Source: an optimization exercise on an open RTL-to-GDS flow (aim: a short achievable clock period and few clock cycles). Production flows keep margins and buffers that such runs may drop.
Function was checked by simulation only, so behaviour that the tests miss may differ from the original.
No activity file was given, so power comes from the tool's default toggle rates.

==> flow/design.v (outline; a module is shown in full before it is edited, if it fits) <==
// module muldiv_mulfront: 3241 lines
// module muldiv_divmult: 247 lines
// module muldiv_divcmp: 172 lines
// module muldiv_divstep: 263 lines
// module muldiv_result: 277 lines
// module muldiv_sequencer: 93 lines
module muldiv_sequencer #(
  parameter int XLEN = 32
) (
  input  logic            clk,
  input  logic            rst,
  input  logic            start,
  input  logic [2:0]      funct3,
  input  logic [XLEN-1:0] rs1_val,
  input  logic [XLEN-1:0] rs2_val,
  input  logic            flush,
  output logic            stall,
  output logic            busy,
  output logic            done,
  output logic [XLEN-1:0] result
);
  // ...
==> flow/run.sh <==
#!/bin/bash
# synth_recipe.tcl (not shown) runs the flow's synth.tcl, then flattens the netlist and writes it again
# the make line also repeats each setting of config.mk as NAME=value (left out here)
make -C /OpenROAD-flow-scripts/flow DESIGN_CONFIG=/design/flow/config.mk WORK_HOME=/design/flow/orfs CLKGATE_MAP_FILE= SYNTH_SCRIPT=/design/flow/synth_recipe.tcl finish
==> flow/config.mk <==
export PLATFORM = sky130hd
export DESIGN_NAME = muldiv_sequencer
export DESIGN_NICKNAME = muldiv_sequencer
export VERILOG_FILES = /design/flow/design.v
export SDC_FILE = /design/flow/constraint.sdc
export NUM_CORES = 4
export LEC_CHECK = 0
export CAP_MARGIN = 20
export CELL_PAD_IN_SITES_DETAIL_PLACEMENT = 1
export CORE_MARGIN = 2
export CORE_UTILIZATION = 40
export SETUP_SLACK_MARGIN = 3
export SLEW_MARGIN = 20
export SYNTH_HIERARCHICAL = 1
export TNS_END_PERCENT = 100
==> flow/constraint.sdc <==
create_clock -name core_clock -period 10.0 [get_ports {clk}]
set_input_delay 2.0000 -clock core_clock [delete_from_list [all_inputs] [get_ports {clk}]]
set_output_delay 2.0000 -clock core_clock [all_outputs]
set_load 0.01 [all_outputs]
==> metrics.csv, run 1 <==
metric;value;unit
outcome;timing/DRC/antenna clean;
startpoint_type;register;
seq_area;24800;um^2
seq_area_frac;0.107;
syn_to_final_growth;8.79;%
slew-limit-headroom;0.0784;
crit_path_cell_trace;buf_4 > a22oi_1 > a41oi_4 > buf_4 > ha_1 > nor2_1 > nor3_1 > o21a_1 > o21ai_0 > a31o_2 > nor3_1 > a21bo_2 > buf_12 > buf_12 > o21ai_1 > buf_4 > a31oi_1 > buf_4 > o32a_1 > nand4_1;
seq_area_frac_synth;0.117;
p_sw_frac;0.589;
largest_cell_class;multi-input combinational cells;
rsz0062_at_grt;true;
synth_area_leaders;ha_1 (23%), fa_1 (12%), edfxtp_1 (10%);
gr-total-overflow;0;
grt_use_met1;0.524;
cp_slowest_cell;edfxtp_1;
antenna_cells;162;
seq_power_share;0.103;
reg2reg_depth;20;
setup_slack;2.79;ns
buffers;825;
cts_tree;yes;
setup_viol_count_final;0;
inverters;2671;
insertion_delay;0.98;ns
finalHoldViolations;0;
placed_cell_area;223000;um^2
synth.area.mux_share;0.00546;
r2r_slack;2.79;ns
dp_slack;1.69;ns
Testbench counts, summed over its fixed seeds: cycles 7,298.
==> run 2, diff against run 1 <==
--- a/flow/config.mk
+++ b/flow/config.mk
@@ -11,3 +11,4 @@
 export CORE_UTILIZATION = 40
-export SETUP_SLACK_MARGIN = 3
+export GPL_TIMING_DRIVEN = 1
+export SETUP_SLACK_MARGIN = 3.5
 export SLEW_MARGIN = 20
==> metrics.csv, run 2 <==
metric;value;unit;change
grt-busiest-layer;met2;;
fin_skew;0.119;ns;
postCtsHoldBufs;0;;
reg2reg_from;sel_r[3];;
final_cell_area;237000;um^2;
power.total;62.7;mW;
syn_area;212000;um^2;
pin_count;106;;
crit_required;10.64;ns;
reg2reg_depth;21;;+5.0%
synthFlopType;edfxtp_1;;
hp-start;cnt_r[0];;
outcome;timing/DRC/antenna clean;;
use_met3;0.0955;;
synth_area_leaders;ha_1 (23%), fa_1 (12%), edfxtp_1 (10%);;
clock.fmax;0.148;GHz;
startpoint_type;register;;
r2r-end;quo_r[2];;
antenna_left;0;;
p_leak;112;nW;
drc;0;;
cp-end-kind;register;;
powerDensity;264;nW/um^2;
use_met2;0.710;;
cts_buffer_depth;4;;
drv_slew;0;;
combPwrFrac;0.805;;
antenna_found_initial;162;;
cts_tree;yes;;
multi_input_area;177000;um^2;
seq_area;24800;um^2;+0.10%
clockPowerShare;0.091;;
rsz0062_at_grt;true;;
internal-power;26.3;mW;
globalRouteTotalUtil;0.450;;
final_common_cell;ha_1;;
drv_cap;0;;
synth_top_area_cell;ha_1;;
fillers;62697;;
layout_common_cells;ha_1 (3837), inv_1 (2631), a21oi_1 (2088);;
critPathKind;reg2reg;;
synth_top_area_share;0.230;;
vdd_drop_max;392;uV;
seq_area_frac_synth;0.117;;unchanged
switchingPower;36.4;mW;
period_needed;6.76;ns;
crit_arrival;7.40;ns;
dr.pass1.iters;8;;
min_path_type;reg2reg;;
r2r_slack;3.24;ns;+0.45 ns
num_rows;267;;
reg_top3;mo_r x592, mq_r x127, quo_r x35;;
wl_per_cell;37.9;um;
root_buffer;clkbuf_16;;
start_util;0.401;;
placed_cell_area;225000;um^2;+0.51%
path_clk_slew;0.06;ns;
p_sw_frac;0.580;;-0.00889
drive_gt1_frac;0.0910;;
crit_start;sel_r[3];;
gr-total-overflow;0;;unchanged
cts_max_level;4;;
largest_reg_flops;592;;
yosysMostFrequentCell;ha_1;;
grt_use_met1;0.511;;-0.0126
regMostFlops;mo_r;;
cp_max_fo;13;;
gp_congestion;1.11;;
stdcell_count;33370;;
viasPerCell;6.52;;
ys_ff_latch;869;;
clkSinkCount;869;;
port_buffers;105;;
yosysWarnings;11;;
worstMarginPinSlew;1.34;ns;
core;528000;um^2;
synth_edf_count;736;;
numCtsBuffers;145;;
ys_types;133;;
netlist_instances;25721;;
crit_end;quo_r[2];;
grt_pass1_vias;221971;;
async_reset_ff_frac;0;;
finalHoldViolations;0;;unchanged
die_w;732;um;
syn_to_final_growth;12.0;%;
finalCritPeriodShare;0.676;;
grt_max_degree;137;;
place_inst;32640;;
die_area;535000;um^2;
yosys-top-cells-count;ha_1 (3889), inv_1 (2667), a21oi_1 (2159);;
routed_wl;1260000;um;
insertion_delay;0.99;ns;about the same
dpl.hpwl;1010000;um;
syn_avg_cell_area;8.24;um^2;
grt_pass1_wl;1710000;um;
slew-limit-headroom;0.100;;+0.0219
dp_slack;1.06;ns;-0.634 ns
setup_slack;3.24;ns;+0.454 ns
routed-via-count;217593;;
setup_viol_count_final;0;;unchanged
seq_power_share;0.104;;about the same
setup_tns;0;ns;
drtIter0Drc;22326;;
fin_nets;31359;;
fp.dieH;732;um;
run 2: cell counts after synthesis:
Identical to the previous run, type by type.
run 2: final cells by class:
type,count,share of cell area
clock buffers,168,0.0161
multi-input cells,21271,0.748
well taps,6994,0.0369
flip-flops and latches,869,0.104
diodes,108,0.00114
clock inverters,91,0.00452
inverters,2671,0.0427
repair buffers,1198,0.0467
run 2: worst min path at each step:
| stage | to | slack [ns] | depth (start not counted) |
|---|---|---|---|
| final | cnt_r[0] | 0.47 | 1 |
| after global routing | cnt_r[0] | 0.48 | 1 |
| after CTS | cnt_r[0] | 0.46 | 1 |
| after detailed placement | cnt_r[0] | 0.44 | 1 |
| after global placement | cnt_r[0] | 0.43 | 1 |
| after floorplan | cnt_r[0] | 0.41 | 1 |
run 2: power by group through the flow:
stage	Sequential, mW	Combinational, mW	Clock (mW)
6_report	6.54	50.5	5.69
5_1_grt	6.55	53.5	5.78
4_1_cts	6.46	48.0	5.71
3_5_place_dp	6.52	46.5	0
3_3_place_gp	6.48	45.8	0
2_1_floorplan	5.87	32.1	0
run 2: cell families (layout without fill, tap and decap cells):
family                   Yosys count  count (layout)  synth area share
XOR/XNOR                        1820            1820            0.0752
multiplexers                     114             114           0.00546
adder cells (fa/ha/maj)         5134            5134             0.347
flip-flops                       869             869             0.117
other                              1             115         0.0000177
AO/OA/AOI/OAI                   7611            7614             0.235
buffers and inverters           3591            4128            0.0678
AND/OR/NAND/NOR                 6581            6582             0.153
run 2: metal layers:
metal | share of wire | vias up
met5 | 0.00039 | -
met4 | 0.11 | 72
met3 | 0.088 | 4199
met2 | 0.44 | 11660
met1 | 0.36 | 109324
li1 | - | 92338
run 2: modules after synthesis, one instance, submodules excluded:
module	flops+latches	area, um^2	cells inside
muldiv_divcmp	0	16600	1855
muldiv_divmult	0	69300	9197
muldiv_divstep	0	63000	9285
muldiv_mulfront	0	30900	3388
muldiv_result	0	6300	973
muldiv_sequencer	869	25700	1023
run 2: through the flow:
| step | hold slack (ns) | util |
|---|---|---|
| final | 0.469 | 0.449 |
| after global routing | 0.485 | 0.449 |
| after CTS | 0.458 | 0.443 |
| after detailed placement | 0.442 | 0.425 |
| after global placement | 0.429 | 0.425 |
| after floorplan | 0.411 | - |
run 2: worst max-delay path, cell delays in order (launching register included):
cell	delay, ns
edfxtp_1	0.44
buf_4	0.21
buf_4	0.18
a222oi_1	0.65
a31oi_4	0.17
buf_12	0.19
buf_4	0.22
buf_4	0.20
ha_1	0.38
and3_1	0.23
nand3_1	0.14
o31ai_1	0.26
buf_4	0.21
o21a_1	0.29
o21a_2	0.29
o21ai_4	0.10
nand2_4	0.31
nor2_1	0.25
a21oi_1	0.39
o21ai_0	0.43
nor4_1	0.46
nand2_1	0.34
run 2: timing repair:
item / 4_1_cts / 5_1_grt
endpoints found under the setup margin: 369 / 165
resized for setup: 583 / 410
gates cloned: 4 / 8
pin swaps: 120 / 132
buffers inserted: 234 / 115
hold endpoints to repair: 0 / 0
==> run 3, diff against run 2 <==
--- a/flow/config.mk
+++ b/flow/config.mk
@@ -12,3 +12,3 @@
 export GPL_TIMING_DRIVEN = 1
-export SETUP_SLACK_MARGIN = 3.5
+export SETUP_SLACK_MARGIN = 4
 export SLEW_MARGIN = 20
==> metrics.csv, run 3 <==
metric;value;unit;change
outcome;timing/DRC/antenna clean;;
cp-end-kind;register;;
setup_slack;3.13;ns;-0.119 ns
fin_hold_ws;0.497;ns;+0.0278 ns
stdcell_count;33782;;+1.2%
viasPerCell;6.68;;+2.4%
fin_nets;31801;;+1.4%
startpoint_type;register;;
postCtsHoldBufs;0;;unchanged
crit_arrival;7.59;ns;+0.19 ns
num_rows;267;;unchanged
final_cell_area;249000;um^2;+4.9%
antenna_left;0;;unchanged
synthFlopType;edfxtp_1;;
drive_gt1_frac;0.132;;+0.0407
critPathKind;reg2reg;;
grt_pass1_wl;1690000;um;-1.3%
fp.dieH;732;um;unchanged
yosysWarnings;11;;unchanged
finalCritPeriodShare;0.687;;+0.0119
dr.pass1.iters;10;;+2
routed-via-count;225522;;+3.6%
vdd_drop_max;363;uV;-7.3%
critPathTopFamily;compound AO/OA/AOI/OAI gates;;
setup_viol_count_final;0;;unchanged
p_leak;116;nW;+3.6%
core;528000;um^2;unchanged
use_met3;0.133;;+0.0377
synth_area_leaders;ha_1 (23%), fa_1 (12%), edfxtp_1 (10%);;
finalHoldViolations;0;;unchanged
globalRouteTotalUtil;0.440;;-0.00938
place_inst;32567;;-0.22%
largest_reg_flops;592;;unchanged
yosysMostFrequentCell;ha_1;;
critPathMaxStageDelay;0.75;ns;+0.10 ns
ys_ff_latch;869;;unchanged
dp_slack;1.18;ns;+0.120 ns
grt_pass1_vias;225486;;+1.6%
ys_types;133;;unchanged
dpl.hpwl;949000;um;-6.2%
cp_slowest_cell;and2_2;;
drv_cap;0;;unchanged
antenna_found_initial;171;;+5.6%
drtIter0Drc;24882;;+11%
netlist_instances;25721;;unchanged
syn_avg_cell_area;8.24;um^2;unchanged
drc;0;;unchanged
placed_cell_area;224000;um^2;-0.25%
seq_area_frac_synth;0.117;;unchanged
grt-busiest-layer;met2;;
gp_congestion;1.13;;+1.0%
worstMarginPinSlew;1.36;ns;+0.0262 ns
final_common_cell;ha_1;;
port_buffers;105;;unchanged
crit_required;10.71;ns;+0.07 ns
routed_wl;1270000;um;+0.26%
root_buffer;clkbuf_16;;
clock.fmax;0.145;GHz;-1.7%
cp_max_fo;5;;-8
min_path_type;reg2reg;;
numCtsBuffers;139;;-4.1%
start_util;0.401;;unchanged
layout_common_cells;ha_1 (3757), inv_1 (2597), a21oi_1 (2022);;
async_reset_ff_frac;0;;unchanged
cts_buffer_depth;4;;unchanged
gr-total-overflow;0;;unchanged
path_clk_slew;0.06;ns;about the same
rsz0062_at_grt;true;;
die_w;732;um;unchanged
crit_top_cell;buf_6;;
period_needed;6.87;ns;+0.119 ns
cts_max_level;4;;unchanged
insertion_delay;1.00;ns;about the same
regMostFlops;mo_r;;
worst-path-buf-inv;9;;+3
syn_area;212000;um^2;unchanged
drv_slew;0;;unchanged
use_met2;0.669;;-0.0408
synth_top_area_cell;ha_1;;
clkSinkCount;869;;unchanged
powerDensity;260;nW/um^2;-1.7%
slew-limit-headroom;0.0888;;-0.0114
pin_count;106;;unchanged
syn_to_final_growth;17.5;%;
die_area;535000;um^2;unchanged
synth_edf_count;736;;unchanged
cts_tree;yes;;
yosys-top-cells-count;ha_1 (3889), inv_1 (2667), a21oi_1 (2159);;
power.total;64.7;mW;+3.1%
fin_skew;0.0936;ns;-0.0250 ns
wl_per_cell;37.5;um;-0.96%
reg_top3;mo_r x592, mq_r x127, quo_r x35;;
synth_top_area_share;0.230;;unchanged
grt_max_degree;111;;-19%
grt_use_met1;0.480;;-0.0311
run 3: worst reg2reg max path, delay by kind of cell (launching register included):
kind	cells	cell delay, ns
AOI/OAI and AO/OA	10	2.56
and+or+nand+nor	4	1.61
buffers and inverters	9	1.44
DFF	1	0.52
adders and majority gates	2	0.49
run 3: cell families after synthesis:
kind of cell / count (synthesis) / synth area share
fa+ha+maj: 5134 / 0.347
mux: 114 / 0.00546
buf+inv: 3591 / 0.0678
simple gates: 6581 / 0.153
xor+xnor: 1820 / 0.0752
other cells: 1 / 0.0000177
flops: 869 / 0.117
compound gates: 7611 / 0.235
run 3: what timing repair did:
action                     in CTS  in global routing
pin swaps                     282                475
cloned                         33                 29
setup endpoints to repair     518                273
resized for setup            1443               1128
setup buffers                 435                383
run 3: final cells by class:
class	instances	area, um^2
Clock buffer	171	3690
Inverter	2671	10200
Antenna cell	84	210
Multi-Input combinational cell	21270	182000
Tap cell	6994	8750
Clock inverter	76	747
Fill cell	61733	279000
Timing Repair Buffer	1647	18100
Sequential cell	869	24800
run 3: report_power, final:
part           internal, mW  switching (mW)  leakage (nW)  total, mW
registers              5.57           0.850          8.81       6.42
clock network          2.88            2.41          2.17       5.29
logic                  19.0            34.0           105       53.0
run 3: final timing paths:
check	from	to	slack (ns)	cells past startpoint
worst min-delay path	cnt_r[0]	cnt_r[0]	0.50	1
worst min register to register	cnt_r[0]	cnt_r[0]	0.50	1
worst max register to register	sel_r[4]	rem_r[31]	3.13	25
worst max-delay path	sel_r[4]	rem_r[31]	3.13	25
run 3: per-module statistics from Yosys, one instance, submodules excluded:
module / cells / flops+latches / cell area, um^2
muldiv_mulfront: 3388 / 0 / 30900
muldiv_divmult: 9197 / 0 / 69300
muldiv_divstep: 9285 / 0 / 63000
muldiv_sequencer: 1023 / 869 / 25700
muldiv_result: 973 / 0 / 6300
muldiv_divcmp: 1855 / 0 / 16600
run 3: through the flow:
step	util	TNS, ns
detailed placement	0.424	0
global route	0.471	0
CTS	0.453	0
floorplan	-	-1058.17
finish	0.471	0
global placement	0.424	0
run 3: layer usage:
| layer | share of wire | up-vias |
|---|---|---|
| li1 | - | 93243 |
| met1 | 0.34 | 111711 |
| met2 | 0.42 | 14546 |
| met3 | 0.11 | 5938 |
| met4 | 0.13 | 84 |
| met5 | 0.00050 | - |

==> re-timing with driven ports <==
The results above use ideal ports. As a check the final layouts listed here were re-extracted and re-timed, cells and wires unchanged. Step 1, drivers: a clkbuf_16 drives clk and a buf_2 each remaining input, both assumed. Step 2 moves the port delays by t, midway between the first and last clock arrival at a register: inputs arrive t later, outputs are due t later. That takes back most of the time a late clock gives input paths. Three values: ideal ports, drivers, drivers and shift; two values: the first two.
| run | t, ns | setup WS [ns] | worst setup path at the end | slew at the worst register clock pin (ns) | worst slew at a driven data input, ns |
|---|---|---|---|---|---|
| run 1 | 1.034 | 2.790 / 2.790 / 1.932 | input to register | 0.09 / 0.09 | 0.52 |
| run 2 | 1.073 | 3.244 / 3.105 / 2.397 | input to register | 0.09 / 0.09 | 0.33 |
| run 3 | 1.089 | 3.125 / 3.125 / 2.480 | input to register | 0.07 / 0.07 | 0.88 |
After both steps every run listed still meets setup and hold. For run 1, which loses most, drivers alone change the setup slack by 0.000 ns; drivers and shift together by -0.858 ns.
